What follows belongs to an exercise in optimizing a design on an open flow for small area, a short achievable clock period and few clock cycles per item; a production flow would make more cautious choices. RTL that was checked went through simulation tests only; none was proved equivalent to the original.

// alpha_gain_position_tracker
module alpha_gain_position_tracker (
  input  wire logic                 clk,
  input  wire logic                 rst_n,
  input  wire logic                 cfg_we,
  input  wire logic [1:0]           cfg_index,
  input  wire logic [15:0]          cfg_data,
  input  wire logic                 in_valid,
  output logic                      in_stall,
  input  wire logic [32:0]          in_data,
  output logic                      out_valid,
  input  wire logic                 out_stall,
  output logic [32:0]               out_data
);
Settings: LEC_CHECK=0, ABC_AREA=1, CAP_MARGIN=20, CORE_MARGIN=2, CORE_UTILIZATION=50, SETUP_SLACK_MARGIN=4.5, SLEW_MARGIN=20; clock period 10.5 ns.
run.sh (not shown) runs the stock make flow with config.mk's settings and CLKGATE_MAP_FILE= SYNTH_SCRIPT=/design/flow/synth_recipe.tcl, a recipe that flattens the netlist after the stock synthesis.
Testbench counts at the start, summed over its fixed seeds: cycles 17,844, frames 3,200.
Next try:
--- a/flow/design.v
+++ b/flow/design.v
@@ -131,19 +131,18 @@
   localparam int NIT    = 4;            
   localparam int CNT_W  = 2;
   localparam logic [2:0] T0 = 3'd0;
   localparam logic [2:0] T1 = 3'd1;
   localparam logic [2:0] T2 = 3'd2;
   localparam logic [2:0] T3 = 3'd3;
   localparam logic [2:0] T4 = 3'd4;
   localparam logic [2:0] T5 = 3'd5;
   localparam logic [2:0] TP = 3'd6;     
-  localparam logic [2:0] TS = 3'd7;     
   localparam logic [1:0] V_IDLE = 2'd0;
   localparam logic [1:0] V_RUN  = 2'd1;
   localparam logic [1:0] V_DONE = 2'd2;
   localparam logic [1:0] V_FIX  = 2'd3;    
   function automatic logic signed [POS_W-1:0] sat_pos(input logic signed [POS_W+1:0] v);
     if ((&v[POS_W+1:POS_W-1]) || !(|v[POS_W+1:POS_W-1]))
       sat_pos = v[POS_W-1:0];
     else
       sat_pos = v[POS_W+1] ? {1'b1, {(POS_W-1){1'b0}}} : {1'b0, {(POS_W-1){1'b1}}};
@@ -191,41 +190,37 @@
   logic                      early_p;
   assign det      = in_data[32];
   assign meas_x   = in_data[31:16];
   assign meas_y   = in_data[15:0];
   assign out_free = !out_valid_r || !out_stall;
   assign frame_ps = in_valid && (!det || !seeded_r);
   assign frame_c  = in_valid && det && seeded_r;
   assign go_ps    = (seq_r == T0) && frame_ps && out_free;
   assign go_c     = (seq_r == T0) && frame_c && out_free && (vst_r == V_DONE);
-  assign early_p  = (seq_r >= T2) && (seq_r <= T5) && in_valid && !det && !epa_r;
-  assign in_stall = !((seq_r == T1) || (seq_r == TP) || (seq_r == TS));
+  assign early_p  = (seq_r >= T2) && in_valid && !det && !epa_r;
+  assign in_stall = !(go_ps || (seq_r == T1));
   logic [16:0]               a_nx;
   logic [26:0]               a_enc;
   logic [26:0]               benc_r;
   logic signed [PW-1:0]      mul_c;
   logic signed [PW-1:0]      prod;
   always_comb begin
     if ((seq_r == T0 && go_c) || seq_r == T1) a_nx = q_r;
     else if (seq_r == T2 || seq_r == T3)      a_nx = {1'b0, vg_r};
     else                                      a_nx = {1'b0, mn_r};
-    if (t0_r) mul_c = PW'(rem_r);
-    else      mul_c = PW'(32768);
+    if (seq_r == T0) mul_c = PW'(rem_r);
+    else             mul_c = PW'(32768);
   end
   agpt_benc #(.AW(17)) u_benc (
     .a (a_nx),
     .d (a_enc)
   );
   always_ff @(posedge clk) benc_r <= a_enc;
-  logic                      t0_r;
-  always_ff @(posedge clk)
-    t0_r <= !rst_n || (seq_r == T0 && !go_ps && !go_c) || seq_r == T5 ||
-            seq_r == TP || seq_r == TS;
   agpt_mul #(.ND(9), .BW(MB_W), .PW(PW)) u_mul (
     .d (benc_r),
     .b (mb_r),
     .c (mul_c),
     .p (prod)
   );
   logic signed [MB_W-1:0]  prod_hi;    
   assign prod_hi = prod_r[MB_W+15:16];
   logic                      load_c;
@@ -332,37 +327,33 @@
         T0: begin
           if (go_ps) begin
             epa_r <= 1'b0;
             if (det) begin
               pos_r[0]    <= POS_W'(meas_x) <<< 8;
               pos_r[1]    <= POS_W'(meas_y) <<< 8;
               step_r[0]   <= '0;
               step_r[1]   <= '0;
               seeded_r    <= 1'b1;
-              seq_r       <= TS;
+              out_valid_r <= 1'b1;
             end else begin
               pos_r[0]    <= upd_pos;
               seq_r       <= TP;
             end
           end else if (go_c) begin
             pos_r[0] <= upd_pos;
             seq_r    <= T1;
           end
         end
         TP: begin
           pos_r[1]    <= upd_pos;
           out_valid_r <= 1'b1;
           seq_r       <= T0;
         end
-        TS: begin
-          out_valid_r <= 1'b1;
-          seq_r       <= T0;
-        end
         T1: begin
           pos_r[1] <= upd_pos;
           seq_r    <= T2;
         end
         T2: begin
           pos_r[0] <= upd_pos;
           seq_r    <= T3;
         end
         T3: begin
What happened: Cell area stays flat; setup slack degrades by 63 ps; core utilization came out lower by 0.59 points; sequential share of layout area stays flat; wire length came out lower by a few percent; flip-flop and latch count came out lower by 1; non-clock buffer count came out lower by 16.
Function not checked in the second run of this note: the RTL went through the layout flow alone.

---

alpha_gain_position_tracker with an RTL version that a note above also has.
For scale: about 91 I/O pins, about 46,000 um2 of cells after synthesis.
clock: 10.5 ns
lec_check: 0
abc_area: 1
cap_margin: 20
core_margin: 2
core_utilization: 50
place_density: 0.75
setup_slack_margin: 4.5
slew_margin: 20
==> next run, changes <==
--- a/flow/design.v
+++ b/flow/design.v
@@ -134,12 +134,13 @@
   localparam logic [2:0] T1 = 3'd1;
   localparam logic [2:0] T2 = 3'd2;
   localparam logic [2:0] T3 = 3'd3;
   localparam logic [2:0] T4 = 3'd4;
   localparam logic [2:0] T5 = 3'd5;
   localparam logic [2:0] TP = 3'd6;     
+  localparam logic [2:0] TS = 3'd7;     
   localparam logic [1:0] V_IDLE = 2'd0;
   localparam logic [1:0] V_RUN  = 2'd1;
   localparam logic [1:0] V_DONE = 2'd2;
   localparam logic [1:0] V_FIX  = 2'd3;    
   function automatic logic signed [POS_W-1:0] sat_pos(input logic signed [POS_W+1:0] v);
     if ((&v[POS_W+1:POS_W-1]) || !(|v[POS_W+1:POS_W-1]))
@@ -193,31 +194,35 @@
   assign meas_y   = in_data[15:0];
   assign out_free = !out_valid_r || !out_stall;
   assign frame_ps = in_valid && (!det || !seeded_r);
   assign frame_c  = in_valid && det && seeded_r;
   assign go_ps    = (seq_r == T0) && frame_ps && out_free;
   assign go_c     = (seq_r == T0) && frame_c && out_free && (vst_r == V_DONE);
-  assign early_p  = (seq_r >= T2) && in_valid && !det && !epa_r;
-  assign in_stall = !(go_ps || (seq_r == T1));
+  assign early_p  = (seq_r >= T2) && (seq_r <= T5) && in_valid && !det && !epa_r;
+  assign in_stall = !((seq_r == T1) || (seq_r == TP) || (seq_r == TS));
   logic [16:0]               a_nx;
   logic [26:0]               a_enc;
   logic [26:0]               benc_r;
   logic signed [PW-1:0]      mul_c;
   logic signed [PW-1:0]      prod;
   always_comb begin
     if ((seq_r == T0 && go_c) || seq_r == T1) a_nx = q_r;
     else if (seq_r == T2 || seq_r == T3)      a_nx = {1'b0, vg_r};
     else                                      a_nx = {1'b0, mn_r};
-    if (seq_r == T0) mul_c = PW'(rem_r);
-    else             mul_c = PW'(32768);
+    if (t0_r) mul_c = PW'(rem_r);
+    else      mul_c = PW'(32768);
   end
   agpt_benc #(.AW(17)) u_benc (
     .a (a_nx),
     .d (a_enc)
   );
   always_ff @(posedge clk) benc_r <= a_enc;
+  logic                      t0_r;
+  always_ff @(posedge clk)
+    t0_r <= !rst_n || (seq_r == T0 && !go_ps && !go_c) || seq_r == T5 ||
+            seq_r == TP || seq_r == TS;
   agpt_mul #(.ND(9), .BW(MB_W), .PW(PW)) u_mul (
     .d (benc_r),
     .b (mb_r),
     .c (mul_c),
     .p (prod)
   );
@@ -330,13 +335,13 @@
             if (det) begin
               pos_r[0]    <= POS_W'(meas_x) <<< 8;
               pos_r[1]    <= POS_W'(meas_y) <<< 8;
               step_r[0]   <= '0;
               step_r[1]   <= '0;
               seeded_r    <= 1'b1;
-              out_valid_r <= 1'b1;
+              seq_r       <= TS;
             end else begin
               pos_r[0]    <= upd_pos;
               seq_r       <= TP;
             end
           end else if (go_c) begin
             pos_r[0] <= upd_pos;
@@ -345,12 +350,16 @@
         end
         TP: begin
           pos_r[1]    <= upd_pos;
           out_valid_r <= 1'b1;
           seq_r       <= T0;
         end
+        TS: begin
+          out_valid_r <= 1'b1;
+          seq_r       <= T0;
+        end
         T1: begin
           pos_r[1] <= upd_pos;
           seq_r    <= T2;
         end
         T2: begin
           pos_r[0] <= upd_pos;
=>
- The changed run ran to the end with no violations
- setup slack improves by 19 ps
- wire length increases by a few percent
- global-route usage grows by 2.5 points
- sequential share of layout area stays flat
- flip-flop and latch count increases by 1
- cell area climbs slightly
- worst hold slack stays flat
- maximum frequency rose slightly
- clock skew goes up by 15 ps
- first-iteration DRC count goes up by a few percent
Testbench counts after the change, summed over its fixed seeds: cycles 17,844, frames 3,200.
Only the layout flow was run in the first run of this note; the RTL was not checked for function there.

---

alpha_gain_position_tracker, a different RTL version from the one above (not shown whole).
Size: ~5,300 cells after synthesis, ~340 flip-flops.
Settings: LEC_CHECK=0, CAP_MARGIN=20, CORE_MARGIN=2, CORE_UTILIZATION=50, SETUP_SLACK_MARGIN=4.5, SLEW_MARGIN=20; clock period 10.5 ns.
Testbench counts at the start, summed over its fixed seeds: cycles 18,130, frames 3,200.
Rerun with:
--- a/flow/design.v
+++ b/flow/design.v
@@ -137,13 +137,13 @@
   localparam logic [2:0] T4 = 3'd4;
   localparam logic [2:0] T5 = 3'd5;
   localparam logic [2:0] TP = 3'd6;     
   localparam logic [1:0] V_IDLE = 2'd0;
   localparam logic [1:0] V_RUN  = 2'd1;
   localparam logic [1:0] V_DONE = 2'd2;
-  localparam logic [1:0] V_LD2  = 2'd3;    
+  localparam logic [1:0] V_FIX  = 2'd3;    
   function automatic logic signed [POS_W-1:0] sat_pos(input logic signed [POS_W+1:0] v);
     if ((&v[POS_W+1:POS_W-1]) || !(|v[POS_W+1:POS_W-1]))
       sat_pos = v[POS_W-1:0];
     else
       sat_pos = v[POS_W+1] ? {1'b1, {(POS_W-1){1'b0}}} : {1'b0, {(POS_W-1){1'b1}}};
   endfunction
@@ -228,26 +228,28 @@
   logic [VAR_W-1:0]          vbase;
   logic [VAR_W:0]            vsum;
   logic [VAR_W-1:0]          vp;
   logic [DEN_W-1:0]          rem_nx;
   logic [3:0]                qbits;
   logic                      ld_run;        
-  logic                      ld_idle;       
+  logic                      ld_fix;
+  logic                      ld_data;
   logic [VAR_W-1:0]          lbase;
   logic [15:0]               lpn;
   logic [DEN_W-1:0]          dsum;
   logic [DEN_W+1:0]          dsum3;
   assign load_c  = (seq_r == T1);
   assign p_upd   = (go_ps && !epa_r) || early_p;
-  assign ld_idle = (vst_r == V_IDLE) && !p_upd && !load_c;
-  assign ld_run  = load_c || ((vst_r == V_LD2) && !p_upd);
+  assign ld_fix  = (vst_r == V_FIX);
+  assign ld_data = load_c || vst_r == V_IDLE || ld_fix;
+  assign ld_run  = ld_data && !(p_upd && !load_c);
   assign vbase   = load_c ? prod_r[VAR_W+15:16] : var_r;
   assign vsum    = {1'b0, vbase} + (VAR_W+1)'(pn_r);
   assign vp      = vsum[VAR_W] ? {VAR_W{1'b1}} : vsum[VAR_W-1:0];
-  assign lbase   = load_c ? prod_r[VAR_W+15:16] : rem_r[VAR_W-1:0];
-  assign lpn     = load_c ? pn_r : 16'd0;
+  assign lbase   = load_c ? prod_r[VAR_W+15:16] : (var_r | {VAR_W{ld_fix}});
+  assign lpn     = ld_fix ? 16'd0 : pn_r;
   assign dsum    = DEN_W'(lbase) + DEN_W'(lpn) + DEN_W'(mn_r);
   assign dsum3   = (DEN_W+2)'({lbase, 1'b0}) + (DEN_W+2)'(lbase)
                  + (DEN_W+2)'({lpn, 1'b0}) + (DEN_W+2)'(lpn)
                  + (DEN_W+2)'({mn_r, 1'b0}) + (DEN_W+2)'(mn_r);
   agpt_div #(.W(DEN_W), .NST(2)) u_div (
     .rem_in  (rem_r),
@@ -262,35 +264,31 @@
       vst_r  <= V_IDLE;
       vcnt_r <= '0;
     end else if (cfg_we) begin
       vst_r  <= V_IDLE;
     end else if (ld_run) begin
       if (load_c) var_r <= vbase;
-      vst_r  <= V_RUN;
+      vst_r  <= (!load_c && !ld_fix && vsum[VAR_W] && mn_r != '0) ? V_FIX : V_RUN;
       vcnt_r <= '0;
     end else if (p_upd) begin
       var_r  <= vp;
       vst_r  <= V_IDLE;
-    end else if (ld_idle) begin
-      vst_r  <= V_LD2;
     end else if (vst_r == V_RUN) begin
       vcnt_r <= vcnt_r + 1'b1;
       if (vcnt_r == CNT_W'(NIT - 1)) vst_r <= V_DONE;
     end
   end
   always_ff @(posedge clk) begin
-    if (ld_idle) begin
-      rem_r <= DEN_W'(vp);
-    end else if (ld_run) begin
+    if (ld_data) begin
       if (mn_r == '0) begin
         rem_r  <= '0;
         den_r  <= '1;
         den3_r <= '1;
-        z_r    <= load_c ? (vp != '0) : (rem_r != '0);
+        z_r    <= (vp != '0);
       end else begin
-        if (load_c) rem_r <= DEN_W'(vp);
+        if (!ld_fix) rem_r <= DEN_W'(vp);
         den_r  <= dsum;
         den3_r <= dsum3;
         z_r    <= 1'b0;
       end
     end else if (vst_r == V_RUN) begin
       rem_r <= rem_nx;
=> Clock-buffer cell count goes down by 3; die area goes up by 0.69%; worst hold slack stays flat; setup slack degrades by 120 ps; utilization goes down by 0.19 points; routed wire length stays flat; final cell count goes down by 0.92%; sequential share of layout area stays flat.
Only the layout flow was run in the second run of this note; the RTL was not checked for function there.

==> separate check: timing with driven ports <==
The results above use ideal ports. As a check the final layouts listed here were re-extracted and re-timed, cells and wires unchanged. Step 1: set_driving_cell puts a clkbuf_16 on clk and a buf_2 on each other input, an assumption about the parent block. Step 2 also shifts input and output timing later by t, the mid clock arrival at the registers, as if the neighbouring blocks saw the same clock. Slacks: ideal / step 1 / step 2; pairs: ideal / step 1.
| run | t, ns | setup slack, ns | worst hold slack (ns) | worst setup path after step 2 | worst data-port slew with drivers (ns) |
|---|---|---|---|---|---|
| the first run of note 1 | 0.669 | 4.573 / 4.502 / 4.244 | 0.461 / 0.461 / 0.461 | input to register | 0.07 |
| the second run of note 1 | 0.651 | 4.510 / 4.481 / 4.136 | 0.462 / 0.462 / 0.462 | input to register | 0.05 |
| the first run of note 2 | 0.637 | 4.557 / 4.492 / 4.236 | 0.463 / 0.463 / 0.463 | input to register | 0.05 |
| the second run of note 2 | 0.638 | 4.576 / 4.515 / 4.275 | 0.465 / 0.465 / 0.465 | input to register | 0.06 |
| the first run of note 3 | 0.653 | 4.461 / 4.396 / 4.108 | 0.452 / 0.452 / 0.452 | input to register | 0.09 |
| the second run of note 3 | 0.629 | 4.337 / 4.337 / 4.288 | 0.453 / 0.453 / 0.453 | input to register | 0.08 |
After both steps every run listed still meets setup and hold. For the second run of note 1, which loses most, drivers alone change the setup slack by -0.029 ns; drivers and shift together by -0.374 ns.
